Source: an optimization exercise on an open RTL-to-GDS flow (aim: small area). Production flows keep margins and buffers that such runs may drop.
The RTL was checked by simulation tests, not by an equivalence proof against the original design.
No activity file was given, so power comes from the tool's default toggle rates.

## least_squares_slope_core
module least_squares_slope_core (
    input  logic                                   clk,
    input  logic                                   rst_n,
    input  logic                                   start,
    output logic                                   busy,
    input  logic signed [lss_pkg::SAMPLE_BITS-1:0] x_value,
    input  logic signed [lss_pkg::SAMPLE_BITS-1:0] y_value,
    input  logic                                   last_pair,
    output logic                                   done,
    output logic signed [lss_pkg::OUT_W-1:0]       slope,
    output logic                                   no_spread,
    output logic                                   saturated,
    output logic                                   overflowed,
    output logic [lss_pkg::CNT_W-1:0]              pair_count
);
For scale: ~860 cells after synthesis, about 290 flip-flops, about 84 I/O pins, roughly 0.010 mm^2 of cells after synthesis.
Settings: LEC_CHECK=0, CAP_MARGIN=20, CORE_MARGIN=2, CORE_UTILIZATION=40, CTS_BUF_LIST=sky130_fd_sc_hd__clkbuf_4, CTS_CLUSTER_SIZE=20, PLACE_DENSITY=0.6, SLEW_MARGIN=20; clock period 11.0 ns.
run.sh (not shown) runs the stock make flow with config.mk's settings and CLKGATE_MAP_FILE= SYNTH_SCRIPT=/design/flow/synth_recipe.tcl, a recipe that flattens the netlist after the stock synthesis.
Rerun with:
- CTS_BUF_LIST: sky130_fd_sc_hd__clkbuf_4 -> not set
- CTS_CLUSTER_SIZE: 20 -> not set
=> The changed run ran to the end with no violations. Worst setup slack degrades by 0.080 ns. Maximum frequency came out lower by 1.2%. Sequential share of layout area stays flat. Total power increases by 3.1%. Design area barely changes. Die area does not change. Worst hold slack gains 0.025 ns. Via count decreases by 4.6%. Clock power came out higher by 7.3%.
Rerun with:
- CTS_BUF_LIST: not set -> sky130_fd_sc_hd__clkbuf_2 sky130_fd_sc_hd__clkbuf_4 sky130_fd_sc_hd__clkbuf_8
Effect: Area after synthesis does not change; total power climbs by 1.2%; cell area climbs by 0.66%; routed wire length climbs by 0.45%; hold slack loses 0.024 ns; maximum frequency climbs by 0.77%; worst setup slack gains 0.051 ns; critical path depth is unchanged; first-iteration DRC count climbs by 9.5%; clock skew climbs by 0.036 ns; register-to-register slack gains 0.05 ns.

---

== lane 1 ==
least_squares_slope_core, a different RTL version from the one above (not shown whole).
Size: about 260 flip-flops, ~0.0083 mm2 of cells after synthesis.
clock: 11.0 ns
lec_check: 0
abc_area: 1
cap_margin: 20
core_margin: 2
core_utilization: 60
cts_buf_list: sky130_fd_sc_hd__clkbuf_8
cts_cluster_diameter: 50
cts_cluster_size: 15
place_density: 0.75
slew_margin: 20
standard.sh (not shown) runs the stock make flow with config.mk's settings and CLKGATE_MAP_FILE= SYNTH_SCRIPT=/design/flow/synth_recipe.tcl, a recipe that flattens the netlist after the stock synthesis.
==> flow/flow/run.sh <==
#!/bin/bash
# The standard layout with these changes:
# - synthesis is the standard flow's own script (synth_recipe.tcl) with one addition: ABC maps the logic with
#   flow/abc_area.script (deeper area optimisation) instead of ORFS's abc_area.script; the
#   registers, their names and cell types are those of the standard synthesis;
# - the port buffers that global placement inserts are made from the smallest buffer cell;
# - clock tree synthesis inserts no dummy loads and builds the tree from clkbuf_4 cells.
# Each tool's output goes to a log of its own in this folder (synth.log, layout.log) and, as in
# the standard flow, to ORFS's logs under orfs/logs.
set -euo pipefail
here=$(pwd)
export MY_ABC_SCRIPT="$here/flow/abc_area.script"
export BUFFER_PORTS_ARGS="-buffer_cell sky130_fd_sc_hd__buf_1"
export CTS_ARGS="-sink_clustering_enable -repair_clock_nets -dont_use_dummy_load -buf_list sky130_fd_sc_hd__clkbuf_4 -sink_clustering_size 12 -sink_clustering_max_diameter 40"

# synth_recipe.tcl with a wrapper around abc that swaps in our script
{
  head -n 1 synth_recipe.tcl
  cat <<'TCL'
proc abc {args} {
  set i [lsearch -exact $args -script]
  if {$i >= 0} {
    lset args [expr {$i + 1}] $::env(MY_ABC_SCRIPT)
  }
  yosys abc {*}$args
}
TCL
  tail -n +2 synth_recipe.tcl
} > own_synth.tcl
sed "s#SYNTH_SCRIPT=[^ ]*#SYNTH_SCRIPT=$here/own_synth.tcl#" standard.sh > own_synth.sh
grep -q "SYNTH_SCRIPT=$here/own_synth.tcl" own_synth.sh

bash own_synth.sh synth > synth.log 2>&1
bash standard.sh > layout.log 2>&1
==> flow/flow/abc_area.script <==
strash
&get -n
&deepsyn -T 90
&put
dch -f
amap
topo
stime -c
dnsize -c
Modified inputs, lane 2 compared to lane 1
==> flow/flow/run.sh <==
#!/bin/bash
# The standard layout (the standard.sh, unchanged synthesis and steps), with two changes:
# the port buffers that global placement inserts are made from the smallest buffer cell, and
# clock tree synthesis inserts no dummy loads.
set -euo pipefail
export BUFFER_PORTS_ARGS="-buffer_cell sky130_fd_sc_hd__buf_1"
export CTS_ARGS="-sink_clustering_enable -repair_clock_nets -dont_use_dummy_load -buf_list sky130_fd_sc_hd__clkbuf_8 -sink_clustering_size 18 -sink_clustering_max_diameter 50"
bash standard.sh > standard.log 2>&1
removed: flow/flow/abc_area.script
## What came out
- Synthesized cell count, lane 1 and lane 2, higher one = lane 2.
- The count of multi-input gates in lane 1 is 0.66 times that in lane 2.
- Looking at setup slack, lane 2 sits above lane 1.
- Taking lane 1 over lane 2, the power ratio works out to 0.864.
- Summary of lane 2 over lane 1: synthesized area went up by about 8%, global-route usage over all layers lost 2.8 points, fmax now sits higher.
- In the metrics for lane 1 and lane 2, the one carrying the higher area added between synthesis and finish is lane 1.
- Where summed area of non-filler cells in the final layout is concerned, lane 1 is better than lane 2.
- Lane 2 vs lane 1: total wirelength of the detailed-routed design down by a few percent
- Lane 2 reports its most common library cell in the layout ignoring fill and taps as sky130_fd_sc_hd__nand2_1 while lane 1 reports sky130_fd_sc_hd__dfxtp_1.
Input-level comparison between lane 3 and lane 2:
==> flow/flow/run.sh <==
#!/bin/bash
# The standard layout with these changes:
# - synthesis is the standard flow's own script (synth_recipe.tcl) with two changes: ABC maps the logic with
#   flow/abc_area.script (deeper area optimisation) instead of ORFS's abc_area.script, and the
#   adders are left to ABC rather than mapped to the adder cells first (ADDER_MAP_FILE empty);
#   the registers, their names and cell types are those of the standard synthesis;
# - the port buffers that global placement inserts are made from the smallest buffer cell;
# - clock tree synthesis inserts no dummy loads and builds the tree from clkbuf_4 cells.
# Each tool's output goes to a log of its own in this folder (synth.log, layout.log) and, as in
# the standard flow, to ORFS's logs under orfs/logs.
set -euo pipefail
here=$(pwd)
export MY_ABC_SCRIPT="$here/flow/abc_area.script"
export BUFFER_PORTS_ARGS="-buffer_cell sky130_fd_sc_hd__buf_1"
export CTS_ARGS="-sink_clustering_enable -repair_clock_nets -dont_use_dummy_load -buf_list sky130_fd_sc_hd__clkbuf_4 -sink_clustering_size 10 -sink_clustering_max_diameter 40"

# synth_recipe.tcl with a wrapper around abc that swaps in our script
{
  head -n 1 synth_recipe.tcl
  cat <<'TCL'
proc abc {args} {
  set i [lsearch -exact $args -script]
  if {$i >= 0} {
    lset args [expr {$i + 1}] $::env(MY_ABC_SCRIPT)
  }
  yosys abc {*}$args
}
TCL
  tail -n +2 synth_recipe.tcl
} > own_synth.tcl
sed "s#SYNTH_SCRIPT=[^ ]*#SYNTH_SCRIPT=$here/own_synth.tcl ADDER_MAP_FILE=#" standard.sh > own_synth.sh
grep -q "SYNTH_SCRIPT=$here/own_synth.tcl ADDER_MAP_FILE=" own_synth.sh

bash own_synth.sh synth > synth.log 2>&1
bash standard.sh > layout.log 2>&1
==> flow/flow/abc_area.script (new file) <==
strash
&get -n
&deepsyn -T 90
&put
dch -f
amap
topo
stime -c
dnsize -c
## What came out
- Sort lane 2 and lane 3 by total wire length asc -> top: lane 2
- On overall power, lane 3 does worse than lane 2.
- Looking only at initial core utilization, and setting everything else aside, the lower value of lane 2 and lane 3 goes to lane 3.
- Final net count of lane 3 falls short of that of lane 2 by more than 10%.
- Lane 3 vs lane 2, largest family of logic cells by synthesized area: compound AO/OA/AOI/OAI gates vs simple AND/OR/NAND/NOR gates
- Number of placed instances, taps included in lane 3 is 18% below lane 2.
- For clock power, dividing the value from lane 2 by the value from lane 3 gives 1.07.
- Vias after detailed routing went down by a few percent going from lane 2 to lane 3.
> inputs changed (lane 3 -> lane 4)
==> flow/flow/run.sh <==
#!/bin/bash
# The standard layout (the standard.sh, unchanged synthesis and steps), with two changes:
# the port buffers that global placement inserts are made from the smallest buffer cell, and
# clock tree synthesis inserts no dummy loads.
set -euo pipefail
export BUFFER_PORTS_ARGS="-buffer_cell sky130_fd_sc_hd__buf_1"
export CTS_ARGS="-sink_clustering_enable -repair_clock_nets -dont_use_dummy_load -buf_list sky130_fd_sc_hd__clkbuf_8 -sink_clustering_size 15 -sink_clustering_max_diameter 50"
bash standard.sh > standard.log 2>&1
removed: flow/flow/abc_area.script
Findings:
- Lane 4 finished every stage and its layout cleared the timing, design-rule and antenna checks.
- The clock power reported for lane 4 is greater than that of lane 3 by about 10%.
- Lower number of buffers created by CTS goes to lane 4 over lane 3.
- Re via count of the first global-routing pass: lane 3 was lower than lane 4.
- For the wire length, lane 4 came in 6.5% lower than lane 3 did.
- [lane 4 vs lane 3] net switching power: lower in lane 4
- Comparing lane 3 and lane 4, the lower utilization is on lane 4.
- Compared with lane 3, lane 4 shows a lower minimum clock period after layout.
- Delta (lane 4 minus lane 3): post-route standard cell area excluding fillers shows an increase of about 9%, die extent in x shows an increase of about 5%, inserted tap cell count shows an increase of 8, power drawn by the sequential cells shows a reduction of about 20%.

[afterwards: timing with drivers on the ports]
In the flow no input, the clock included, has a driving cell. The finished layouts below were timed again as built, in two steps.
Step 1 assumes that a clkbuf_16 drives the clock port and a buf_2 every other input.
Step 2, shift: input delay + t, output delay - t, t = (earliest + latest rising clock arrival at the registers) / 2. This alone moves slack from input paths to output paths.
Slacks: ideal ports / drivers / drivers and shift; pairs: ideal ports / drivers.
run | t (ns) | setup WS [ns] | hold WS [ns]
the first run of note 1 | 0.699 | 4.427 / 4.427 / 4.427 | 0.296 / 0.296 / 0.296
the second run of note 1 | 0.576 | 4.347 / 4.347 / 4.347 | 0.321 / 0.321 / 0.321
the third run of note 1 | 0.596 | 4.398 / 4.398 / 4.398 | 0.297 / 0.297 / 0.297
lane 1 | 0.682 | 4.039 / 4.039 / 4.039 | 0.271 / 0.271 / 0.271
lane 2 | 0.555 | 4.544 / 4.544 / 4.544 | 0.261 / 0.261 / 0.261
lane 3 | 0.625 | 3.922 / 3.922 / 3.922 | 0.290 / 0.290 / 0.290
lane 4 | 0.555 | 4.550 / 4.550 / 4.550 | 0.313 / 0.313 / 0.313
After both steps setup and hold are still met in every run listed.
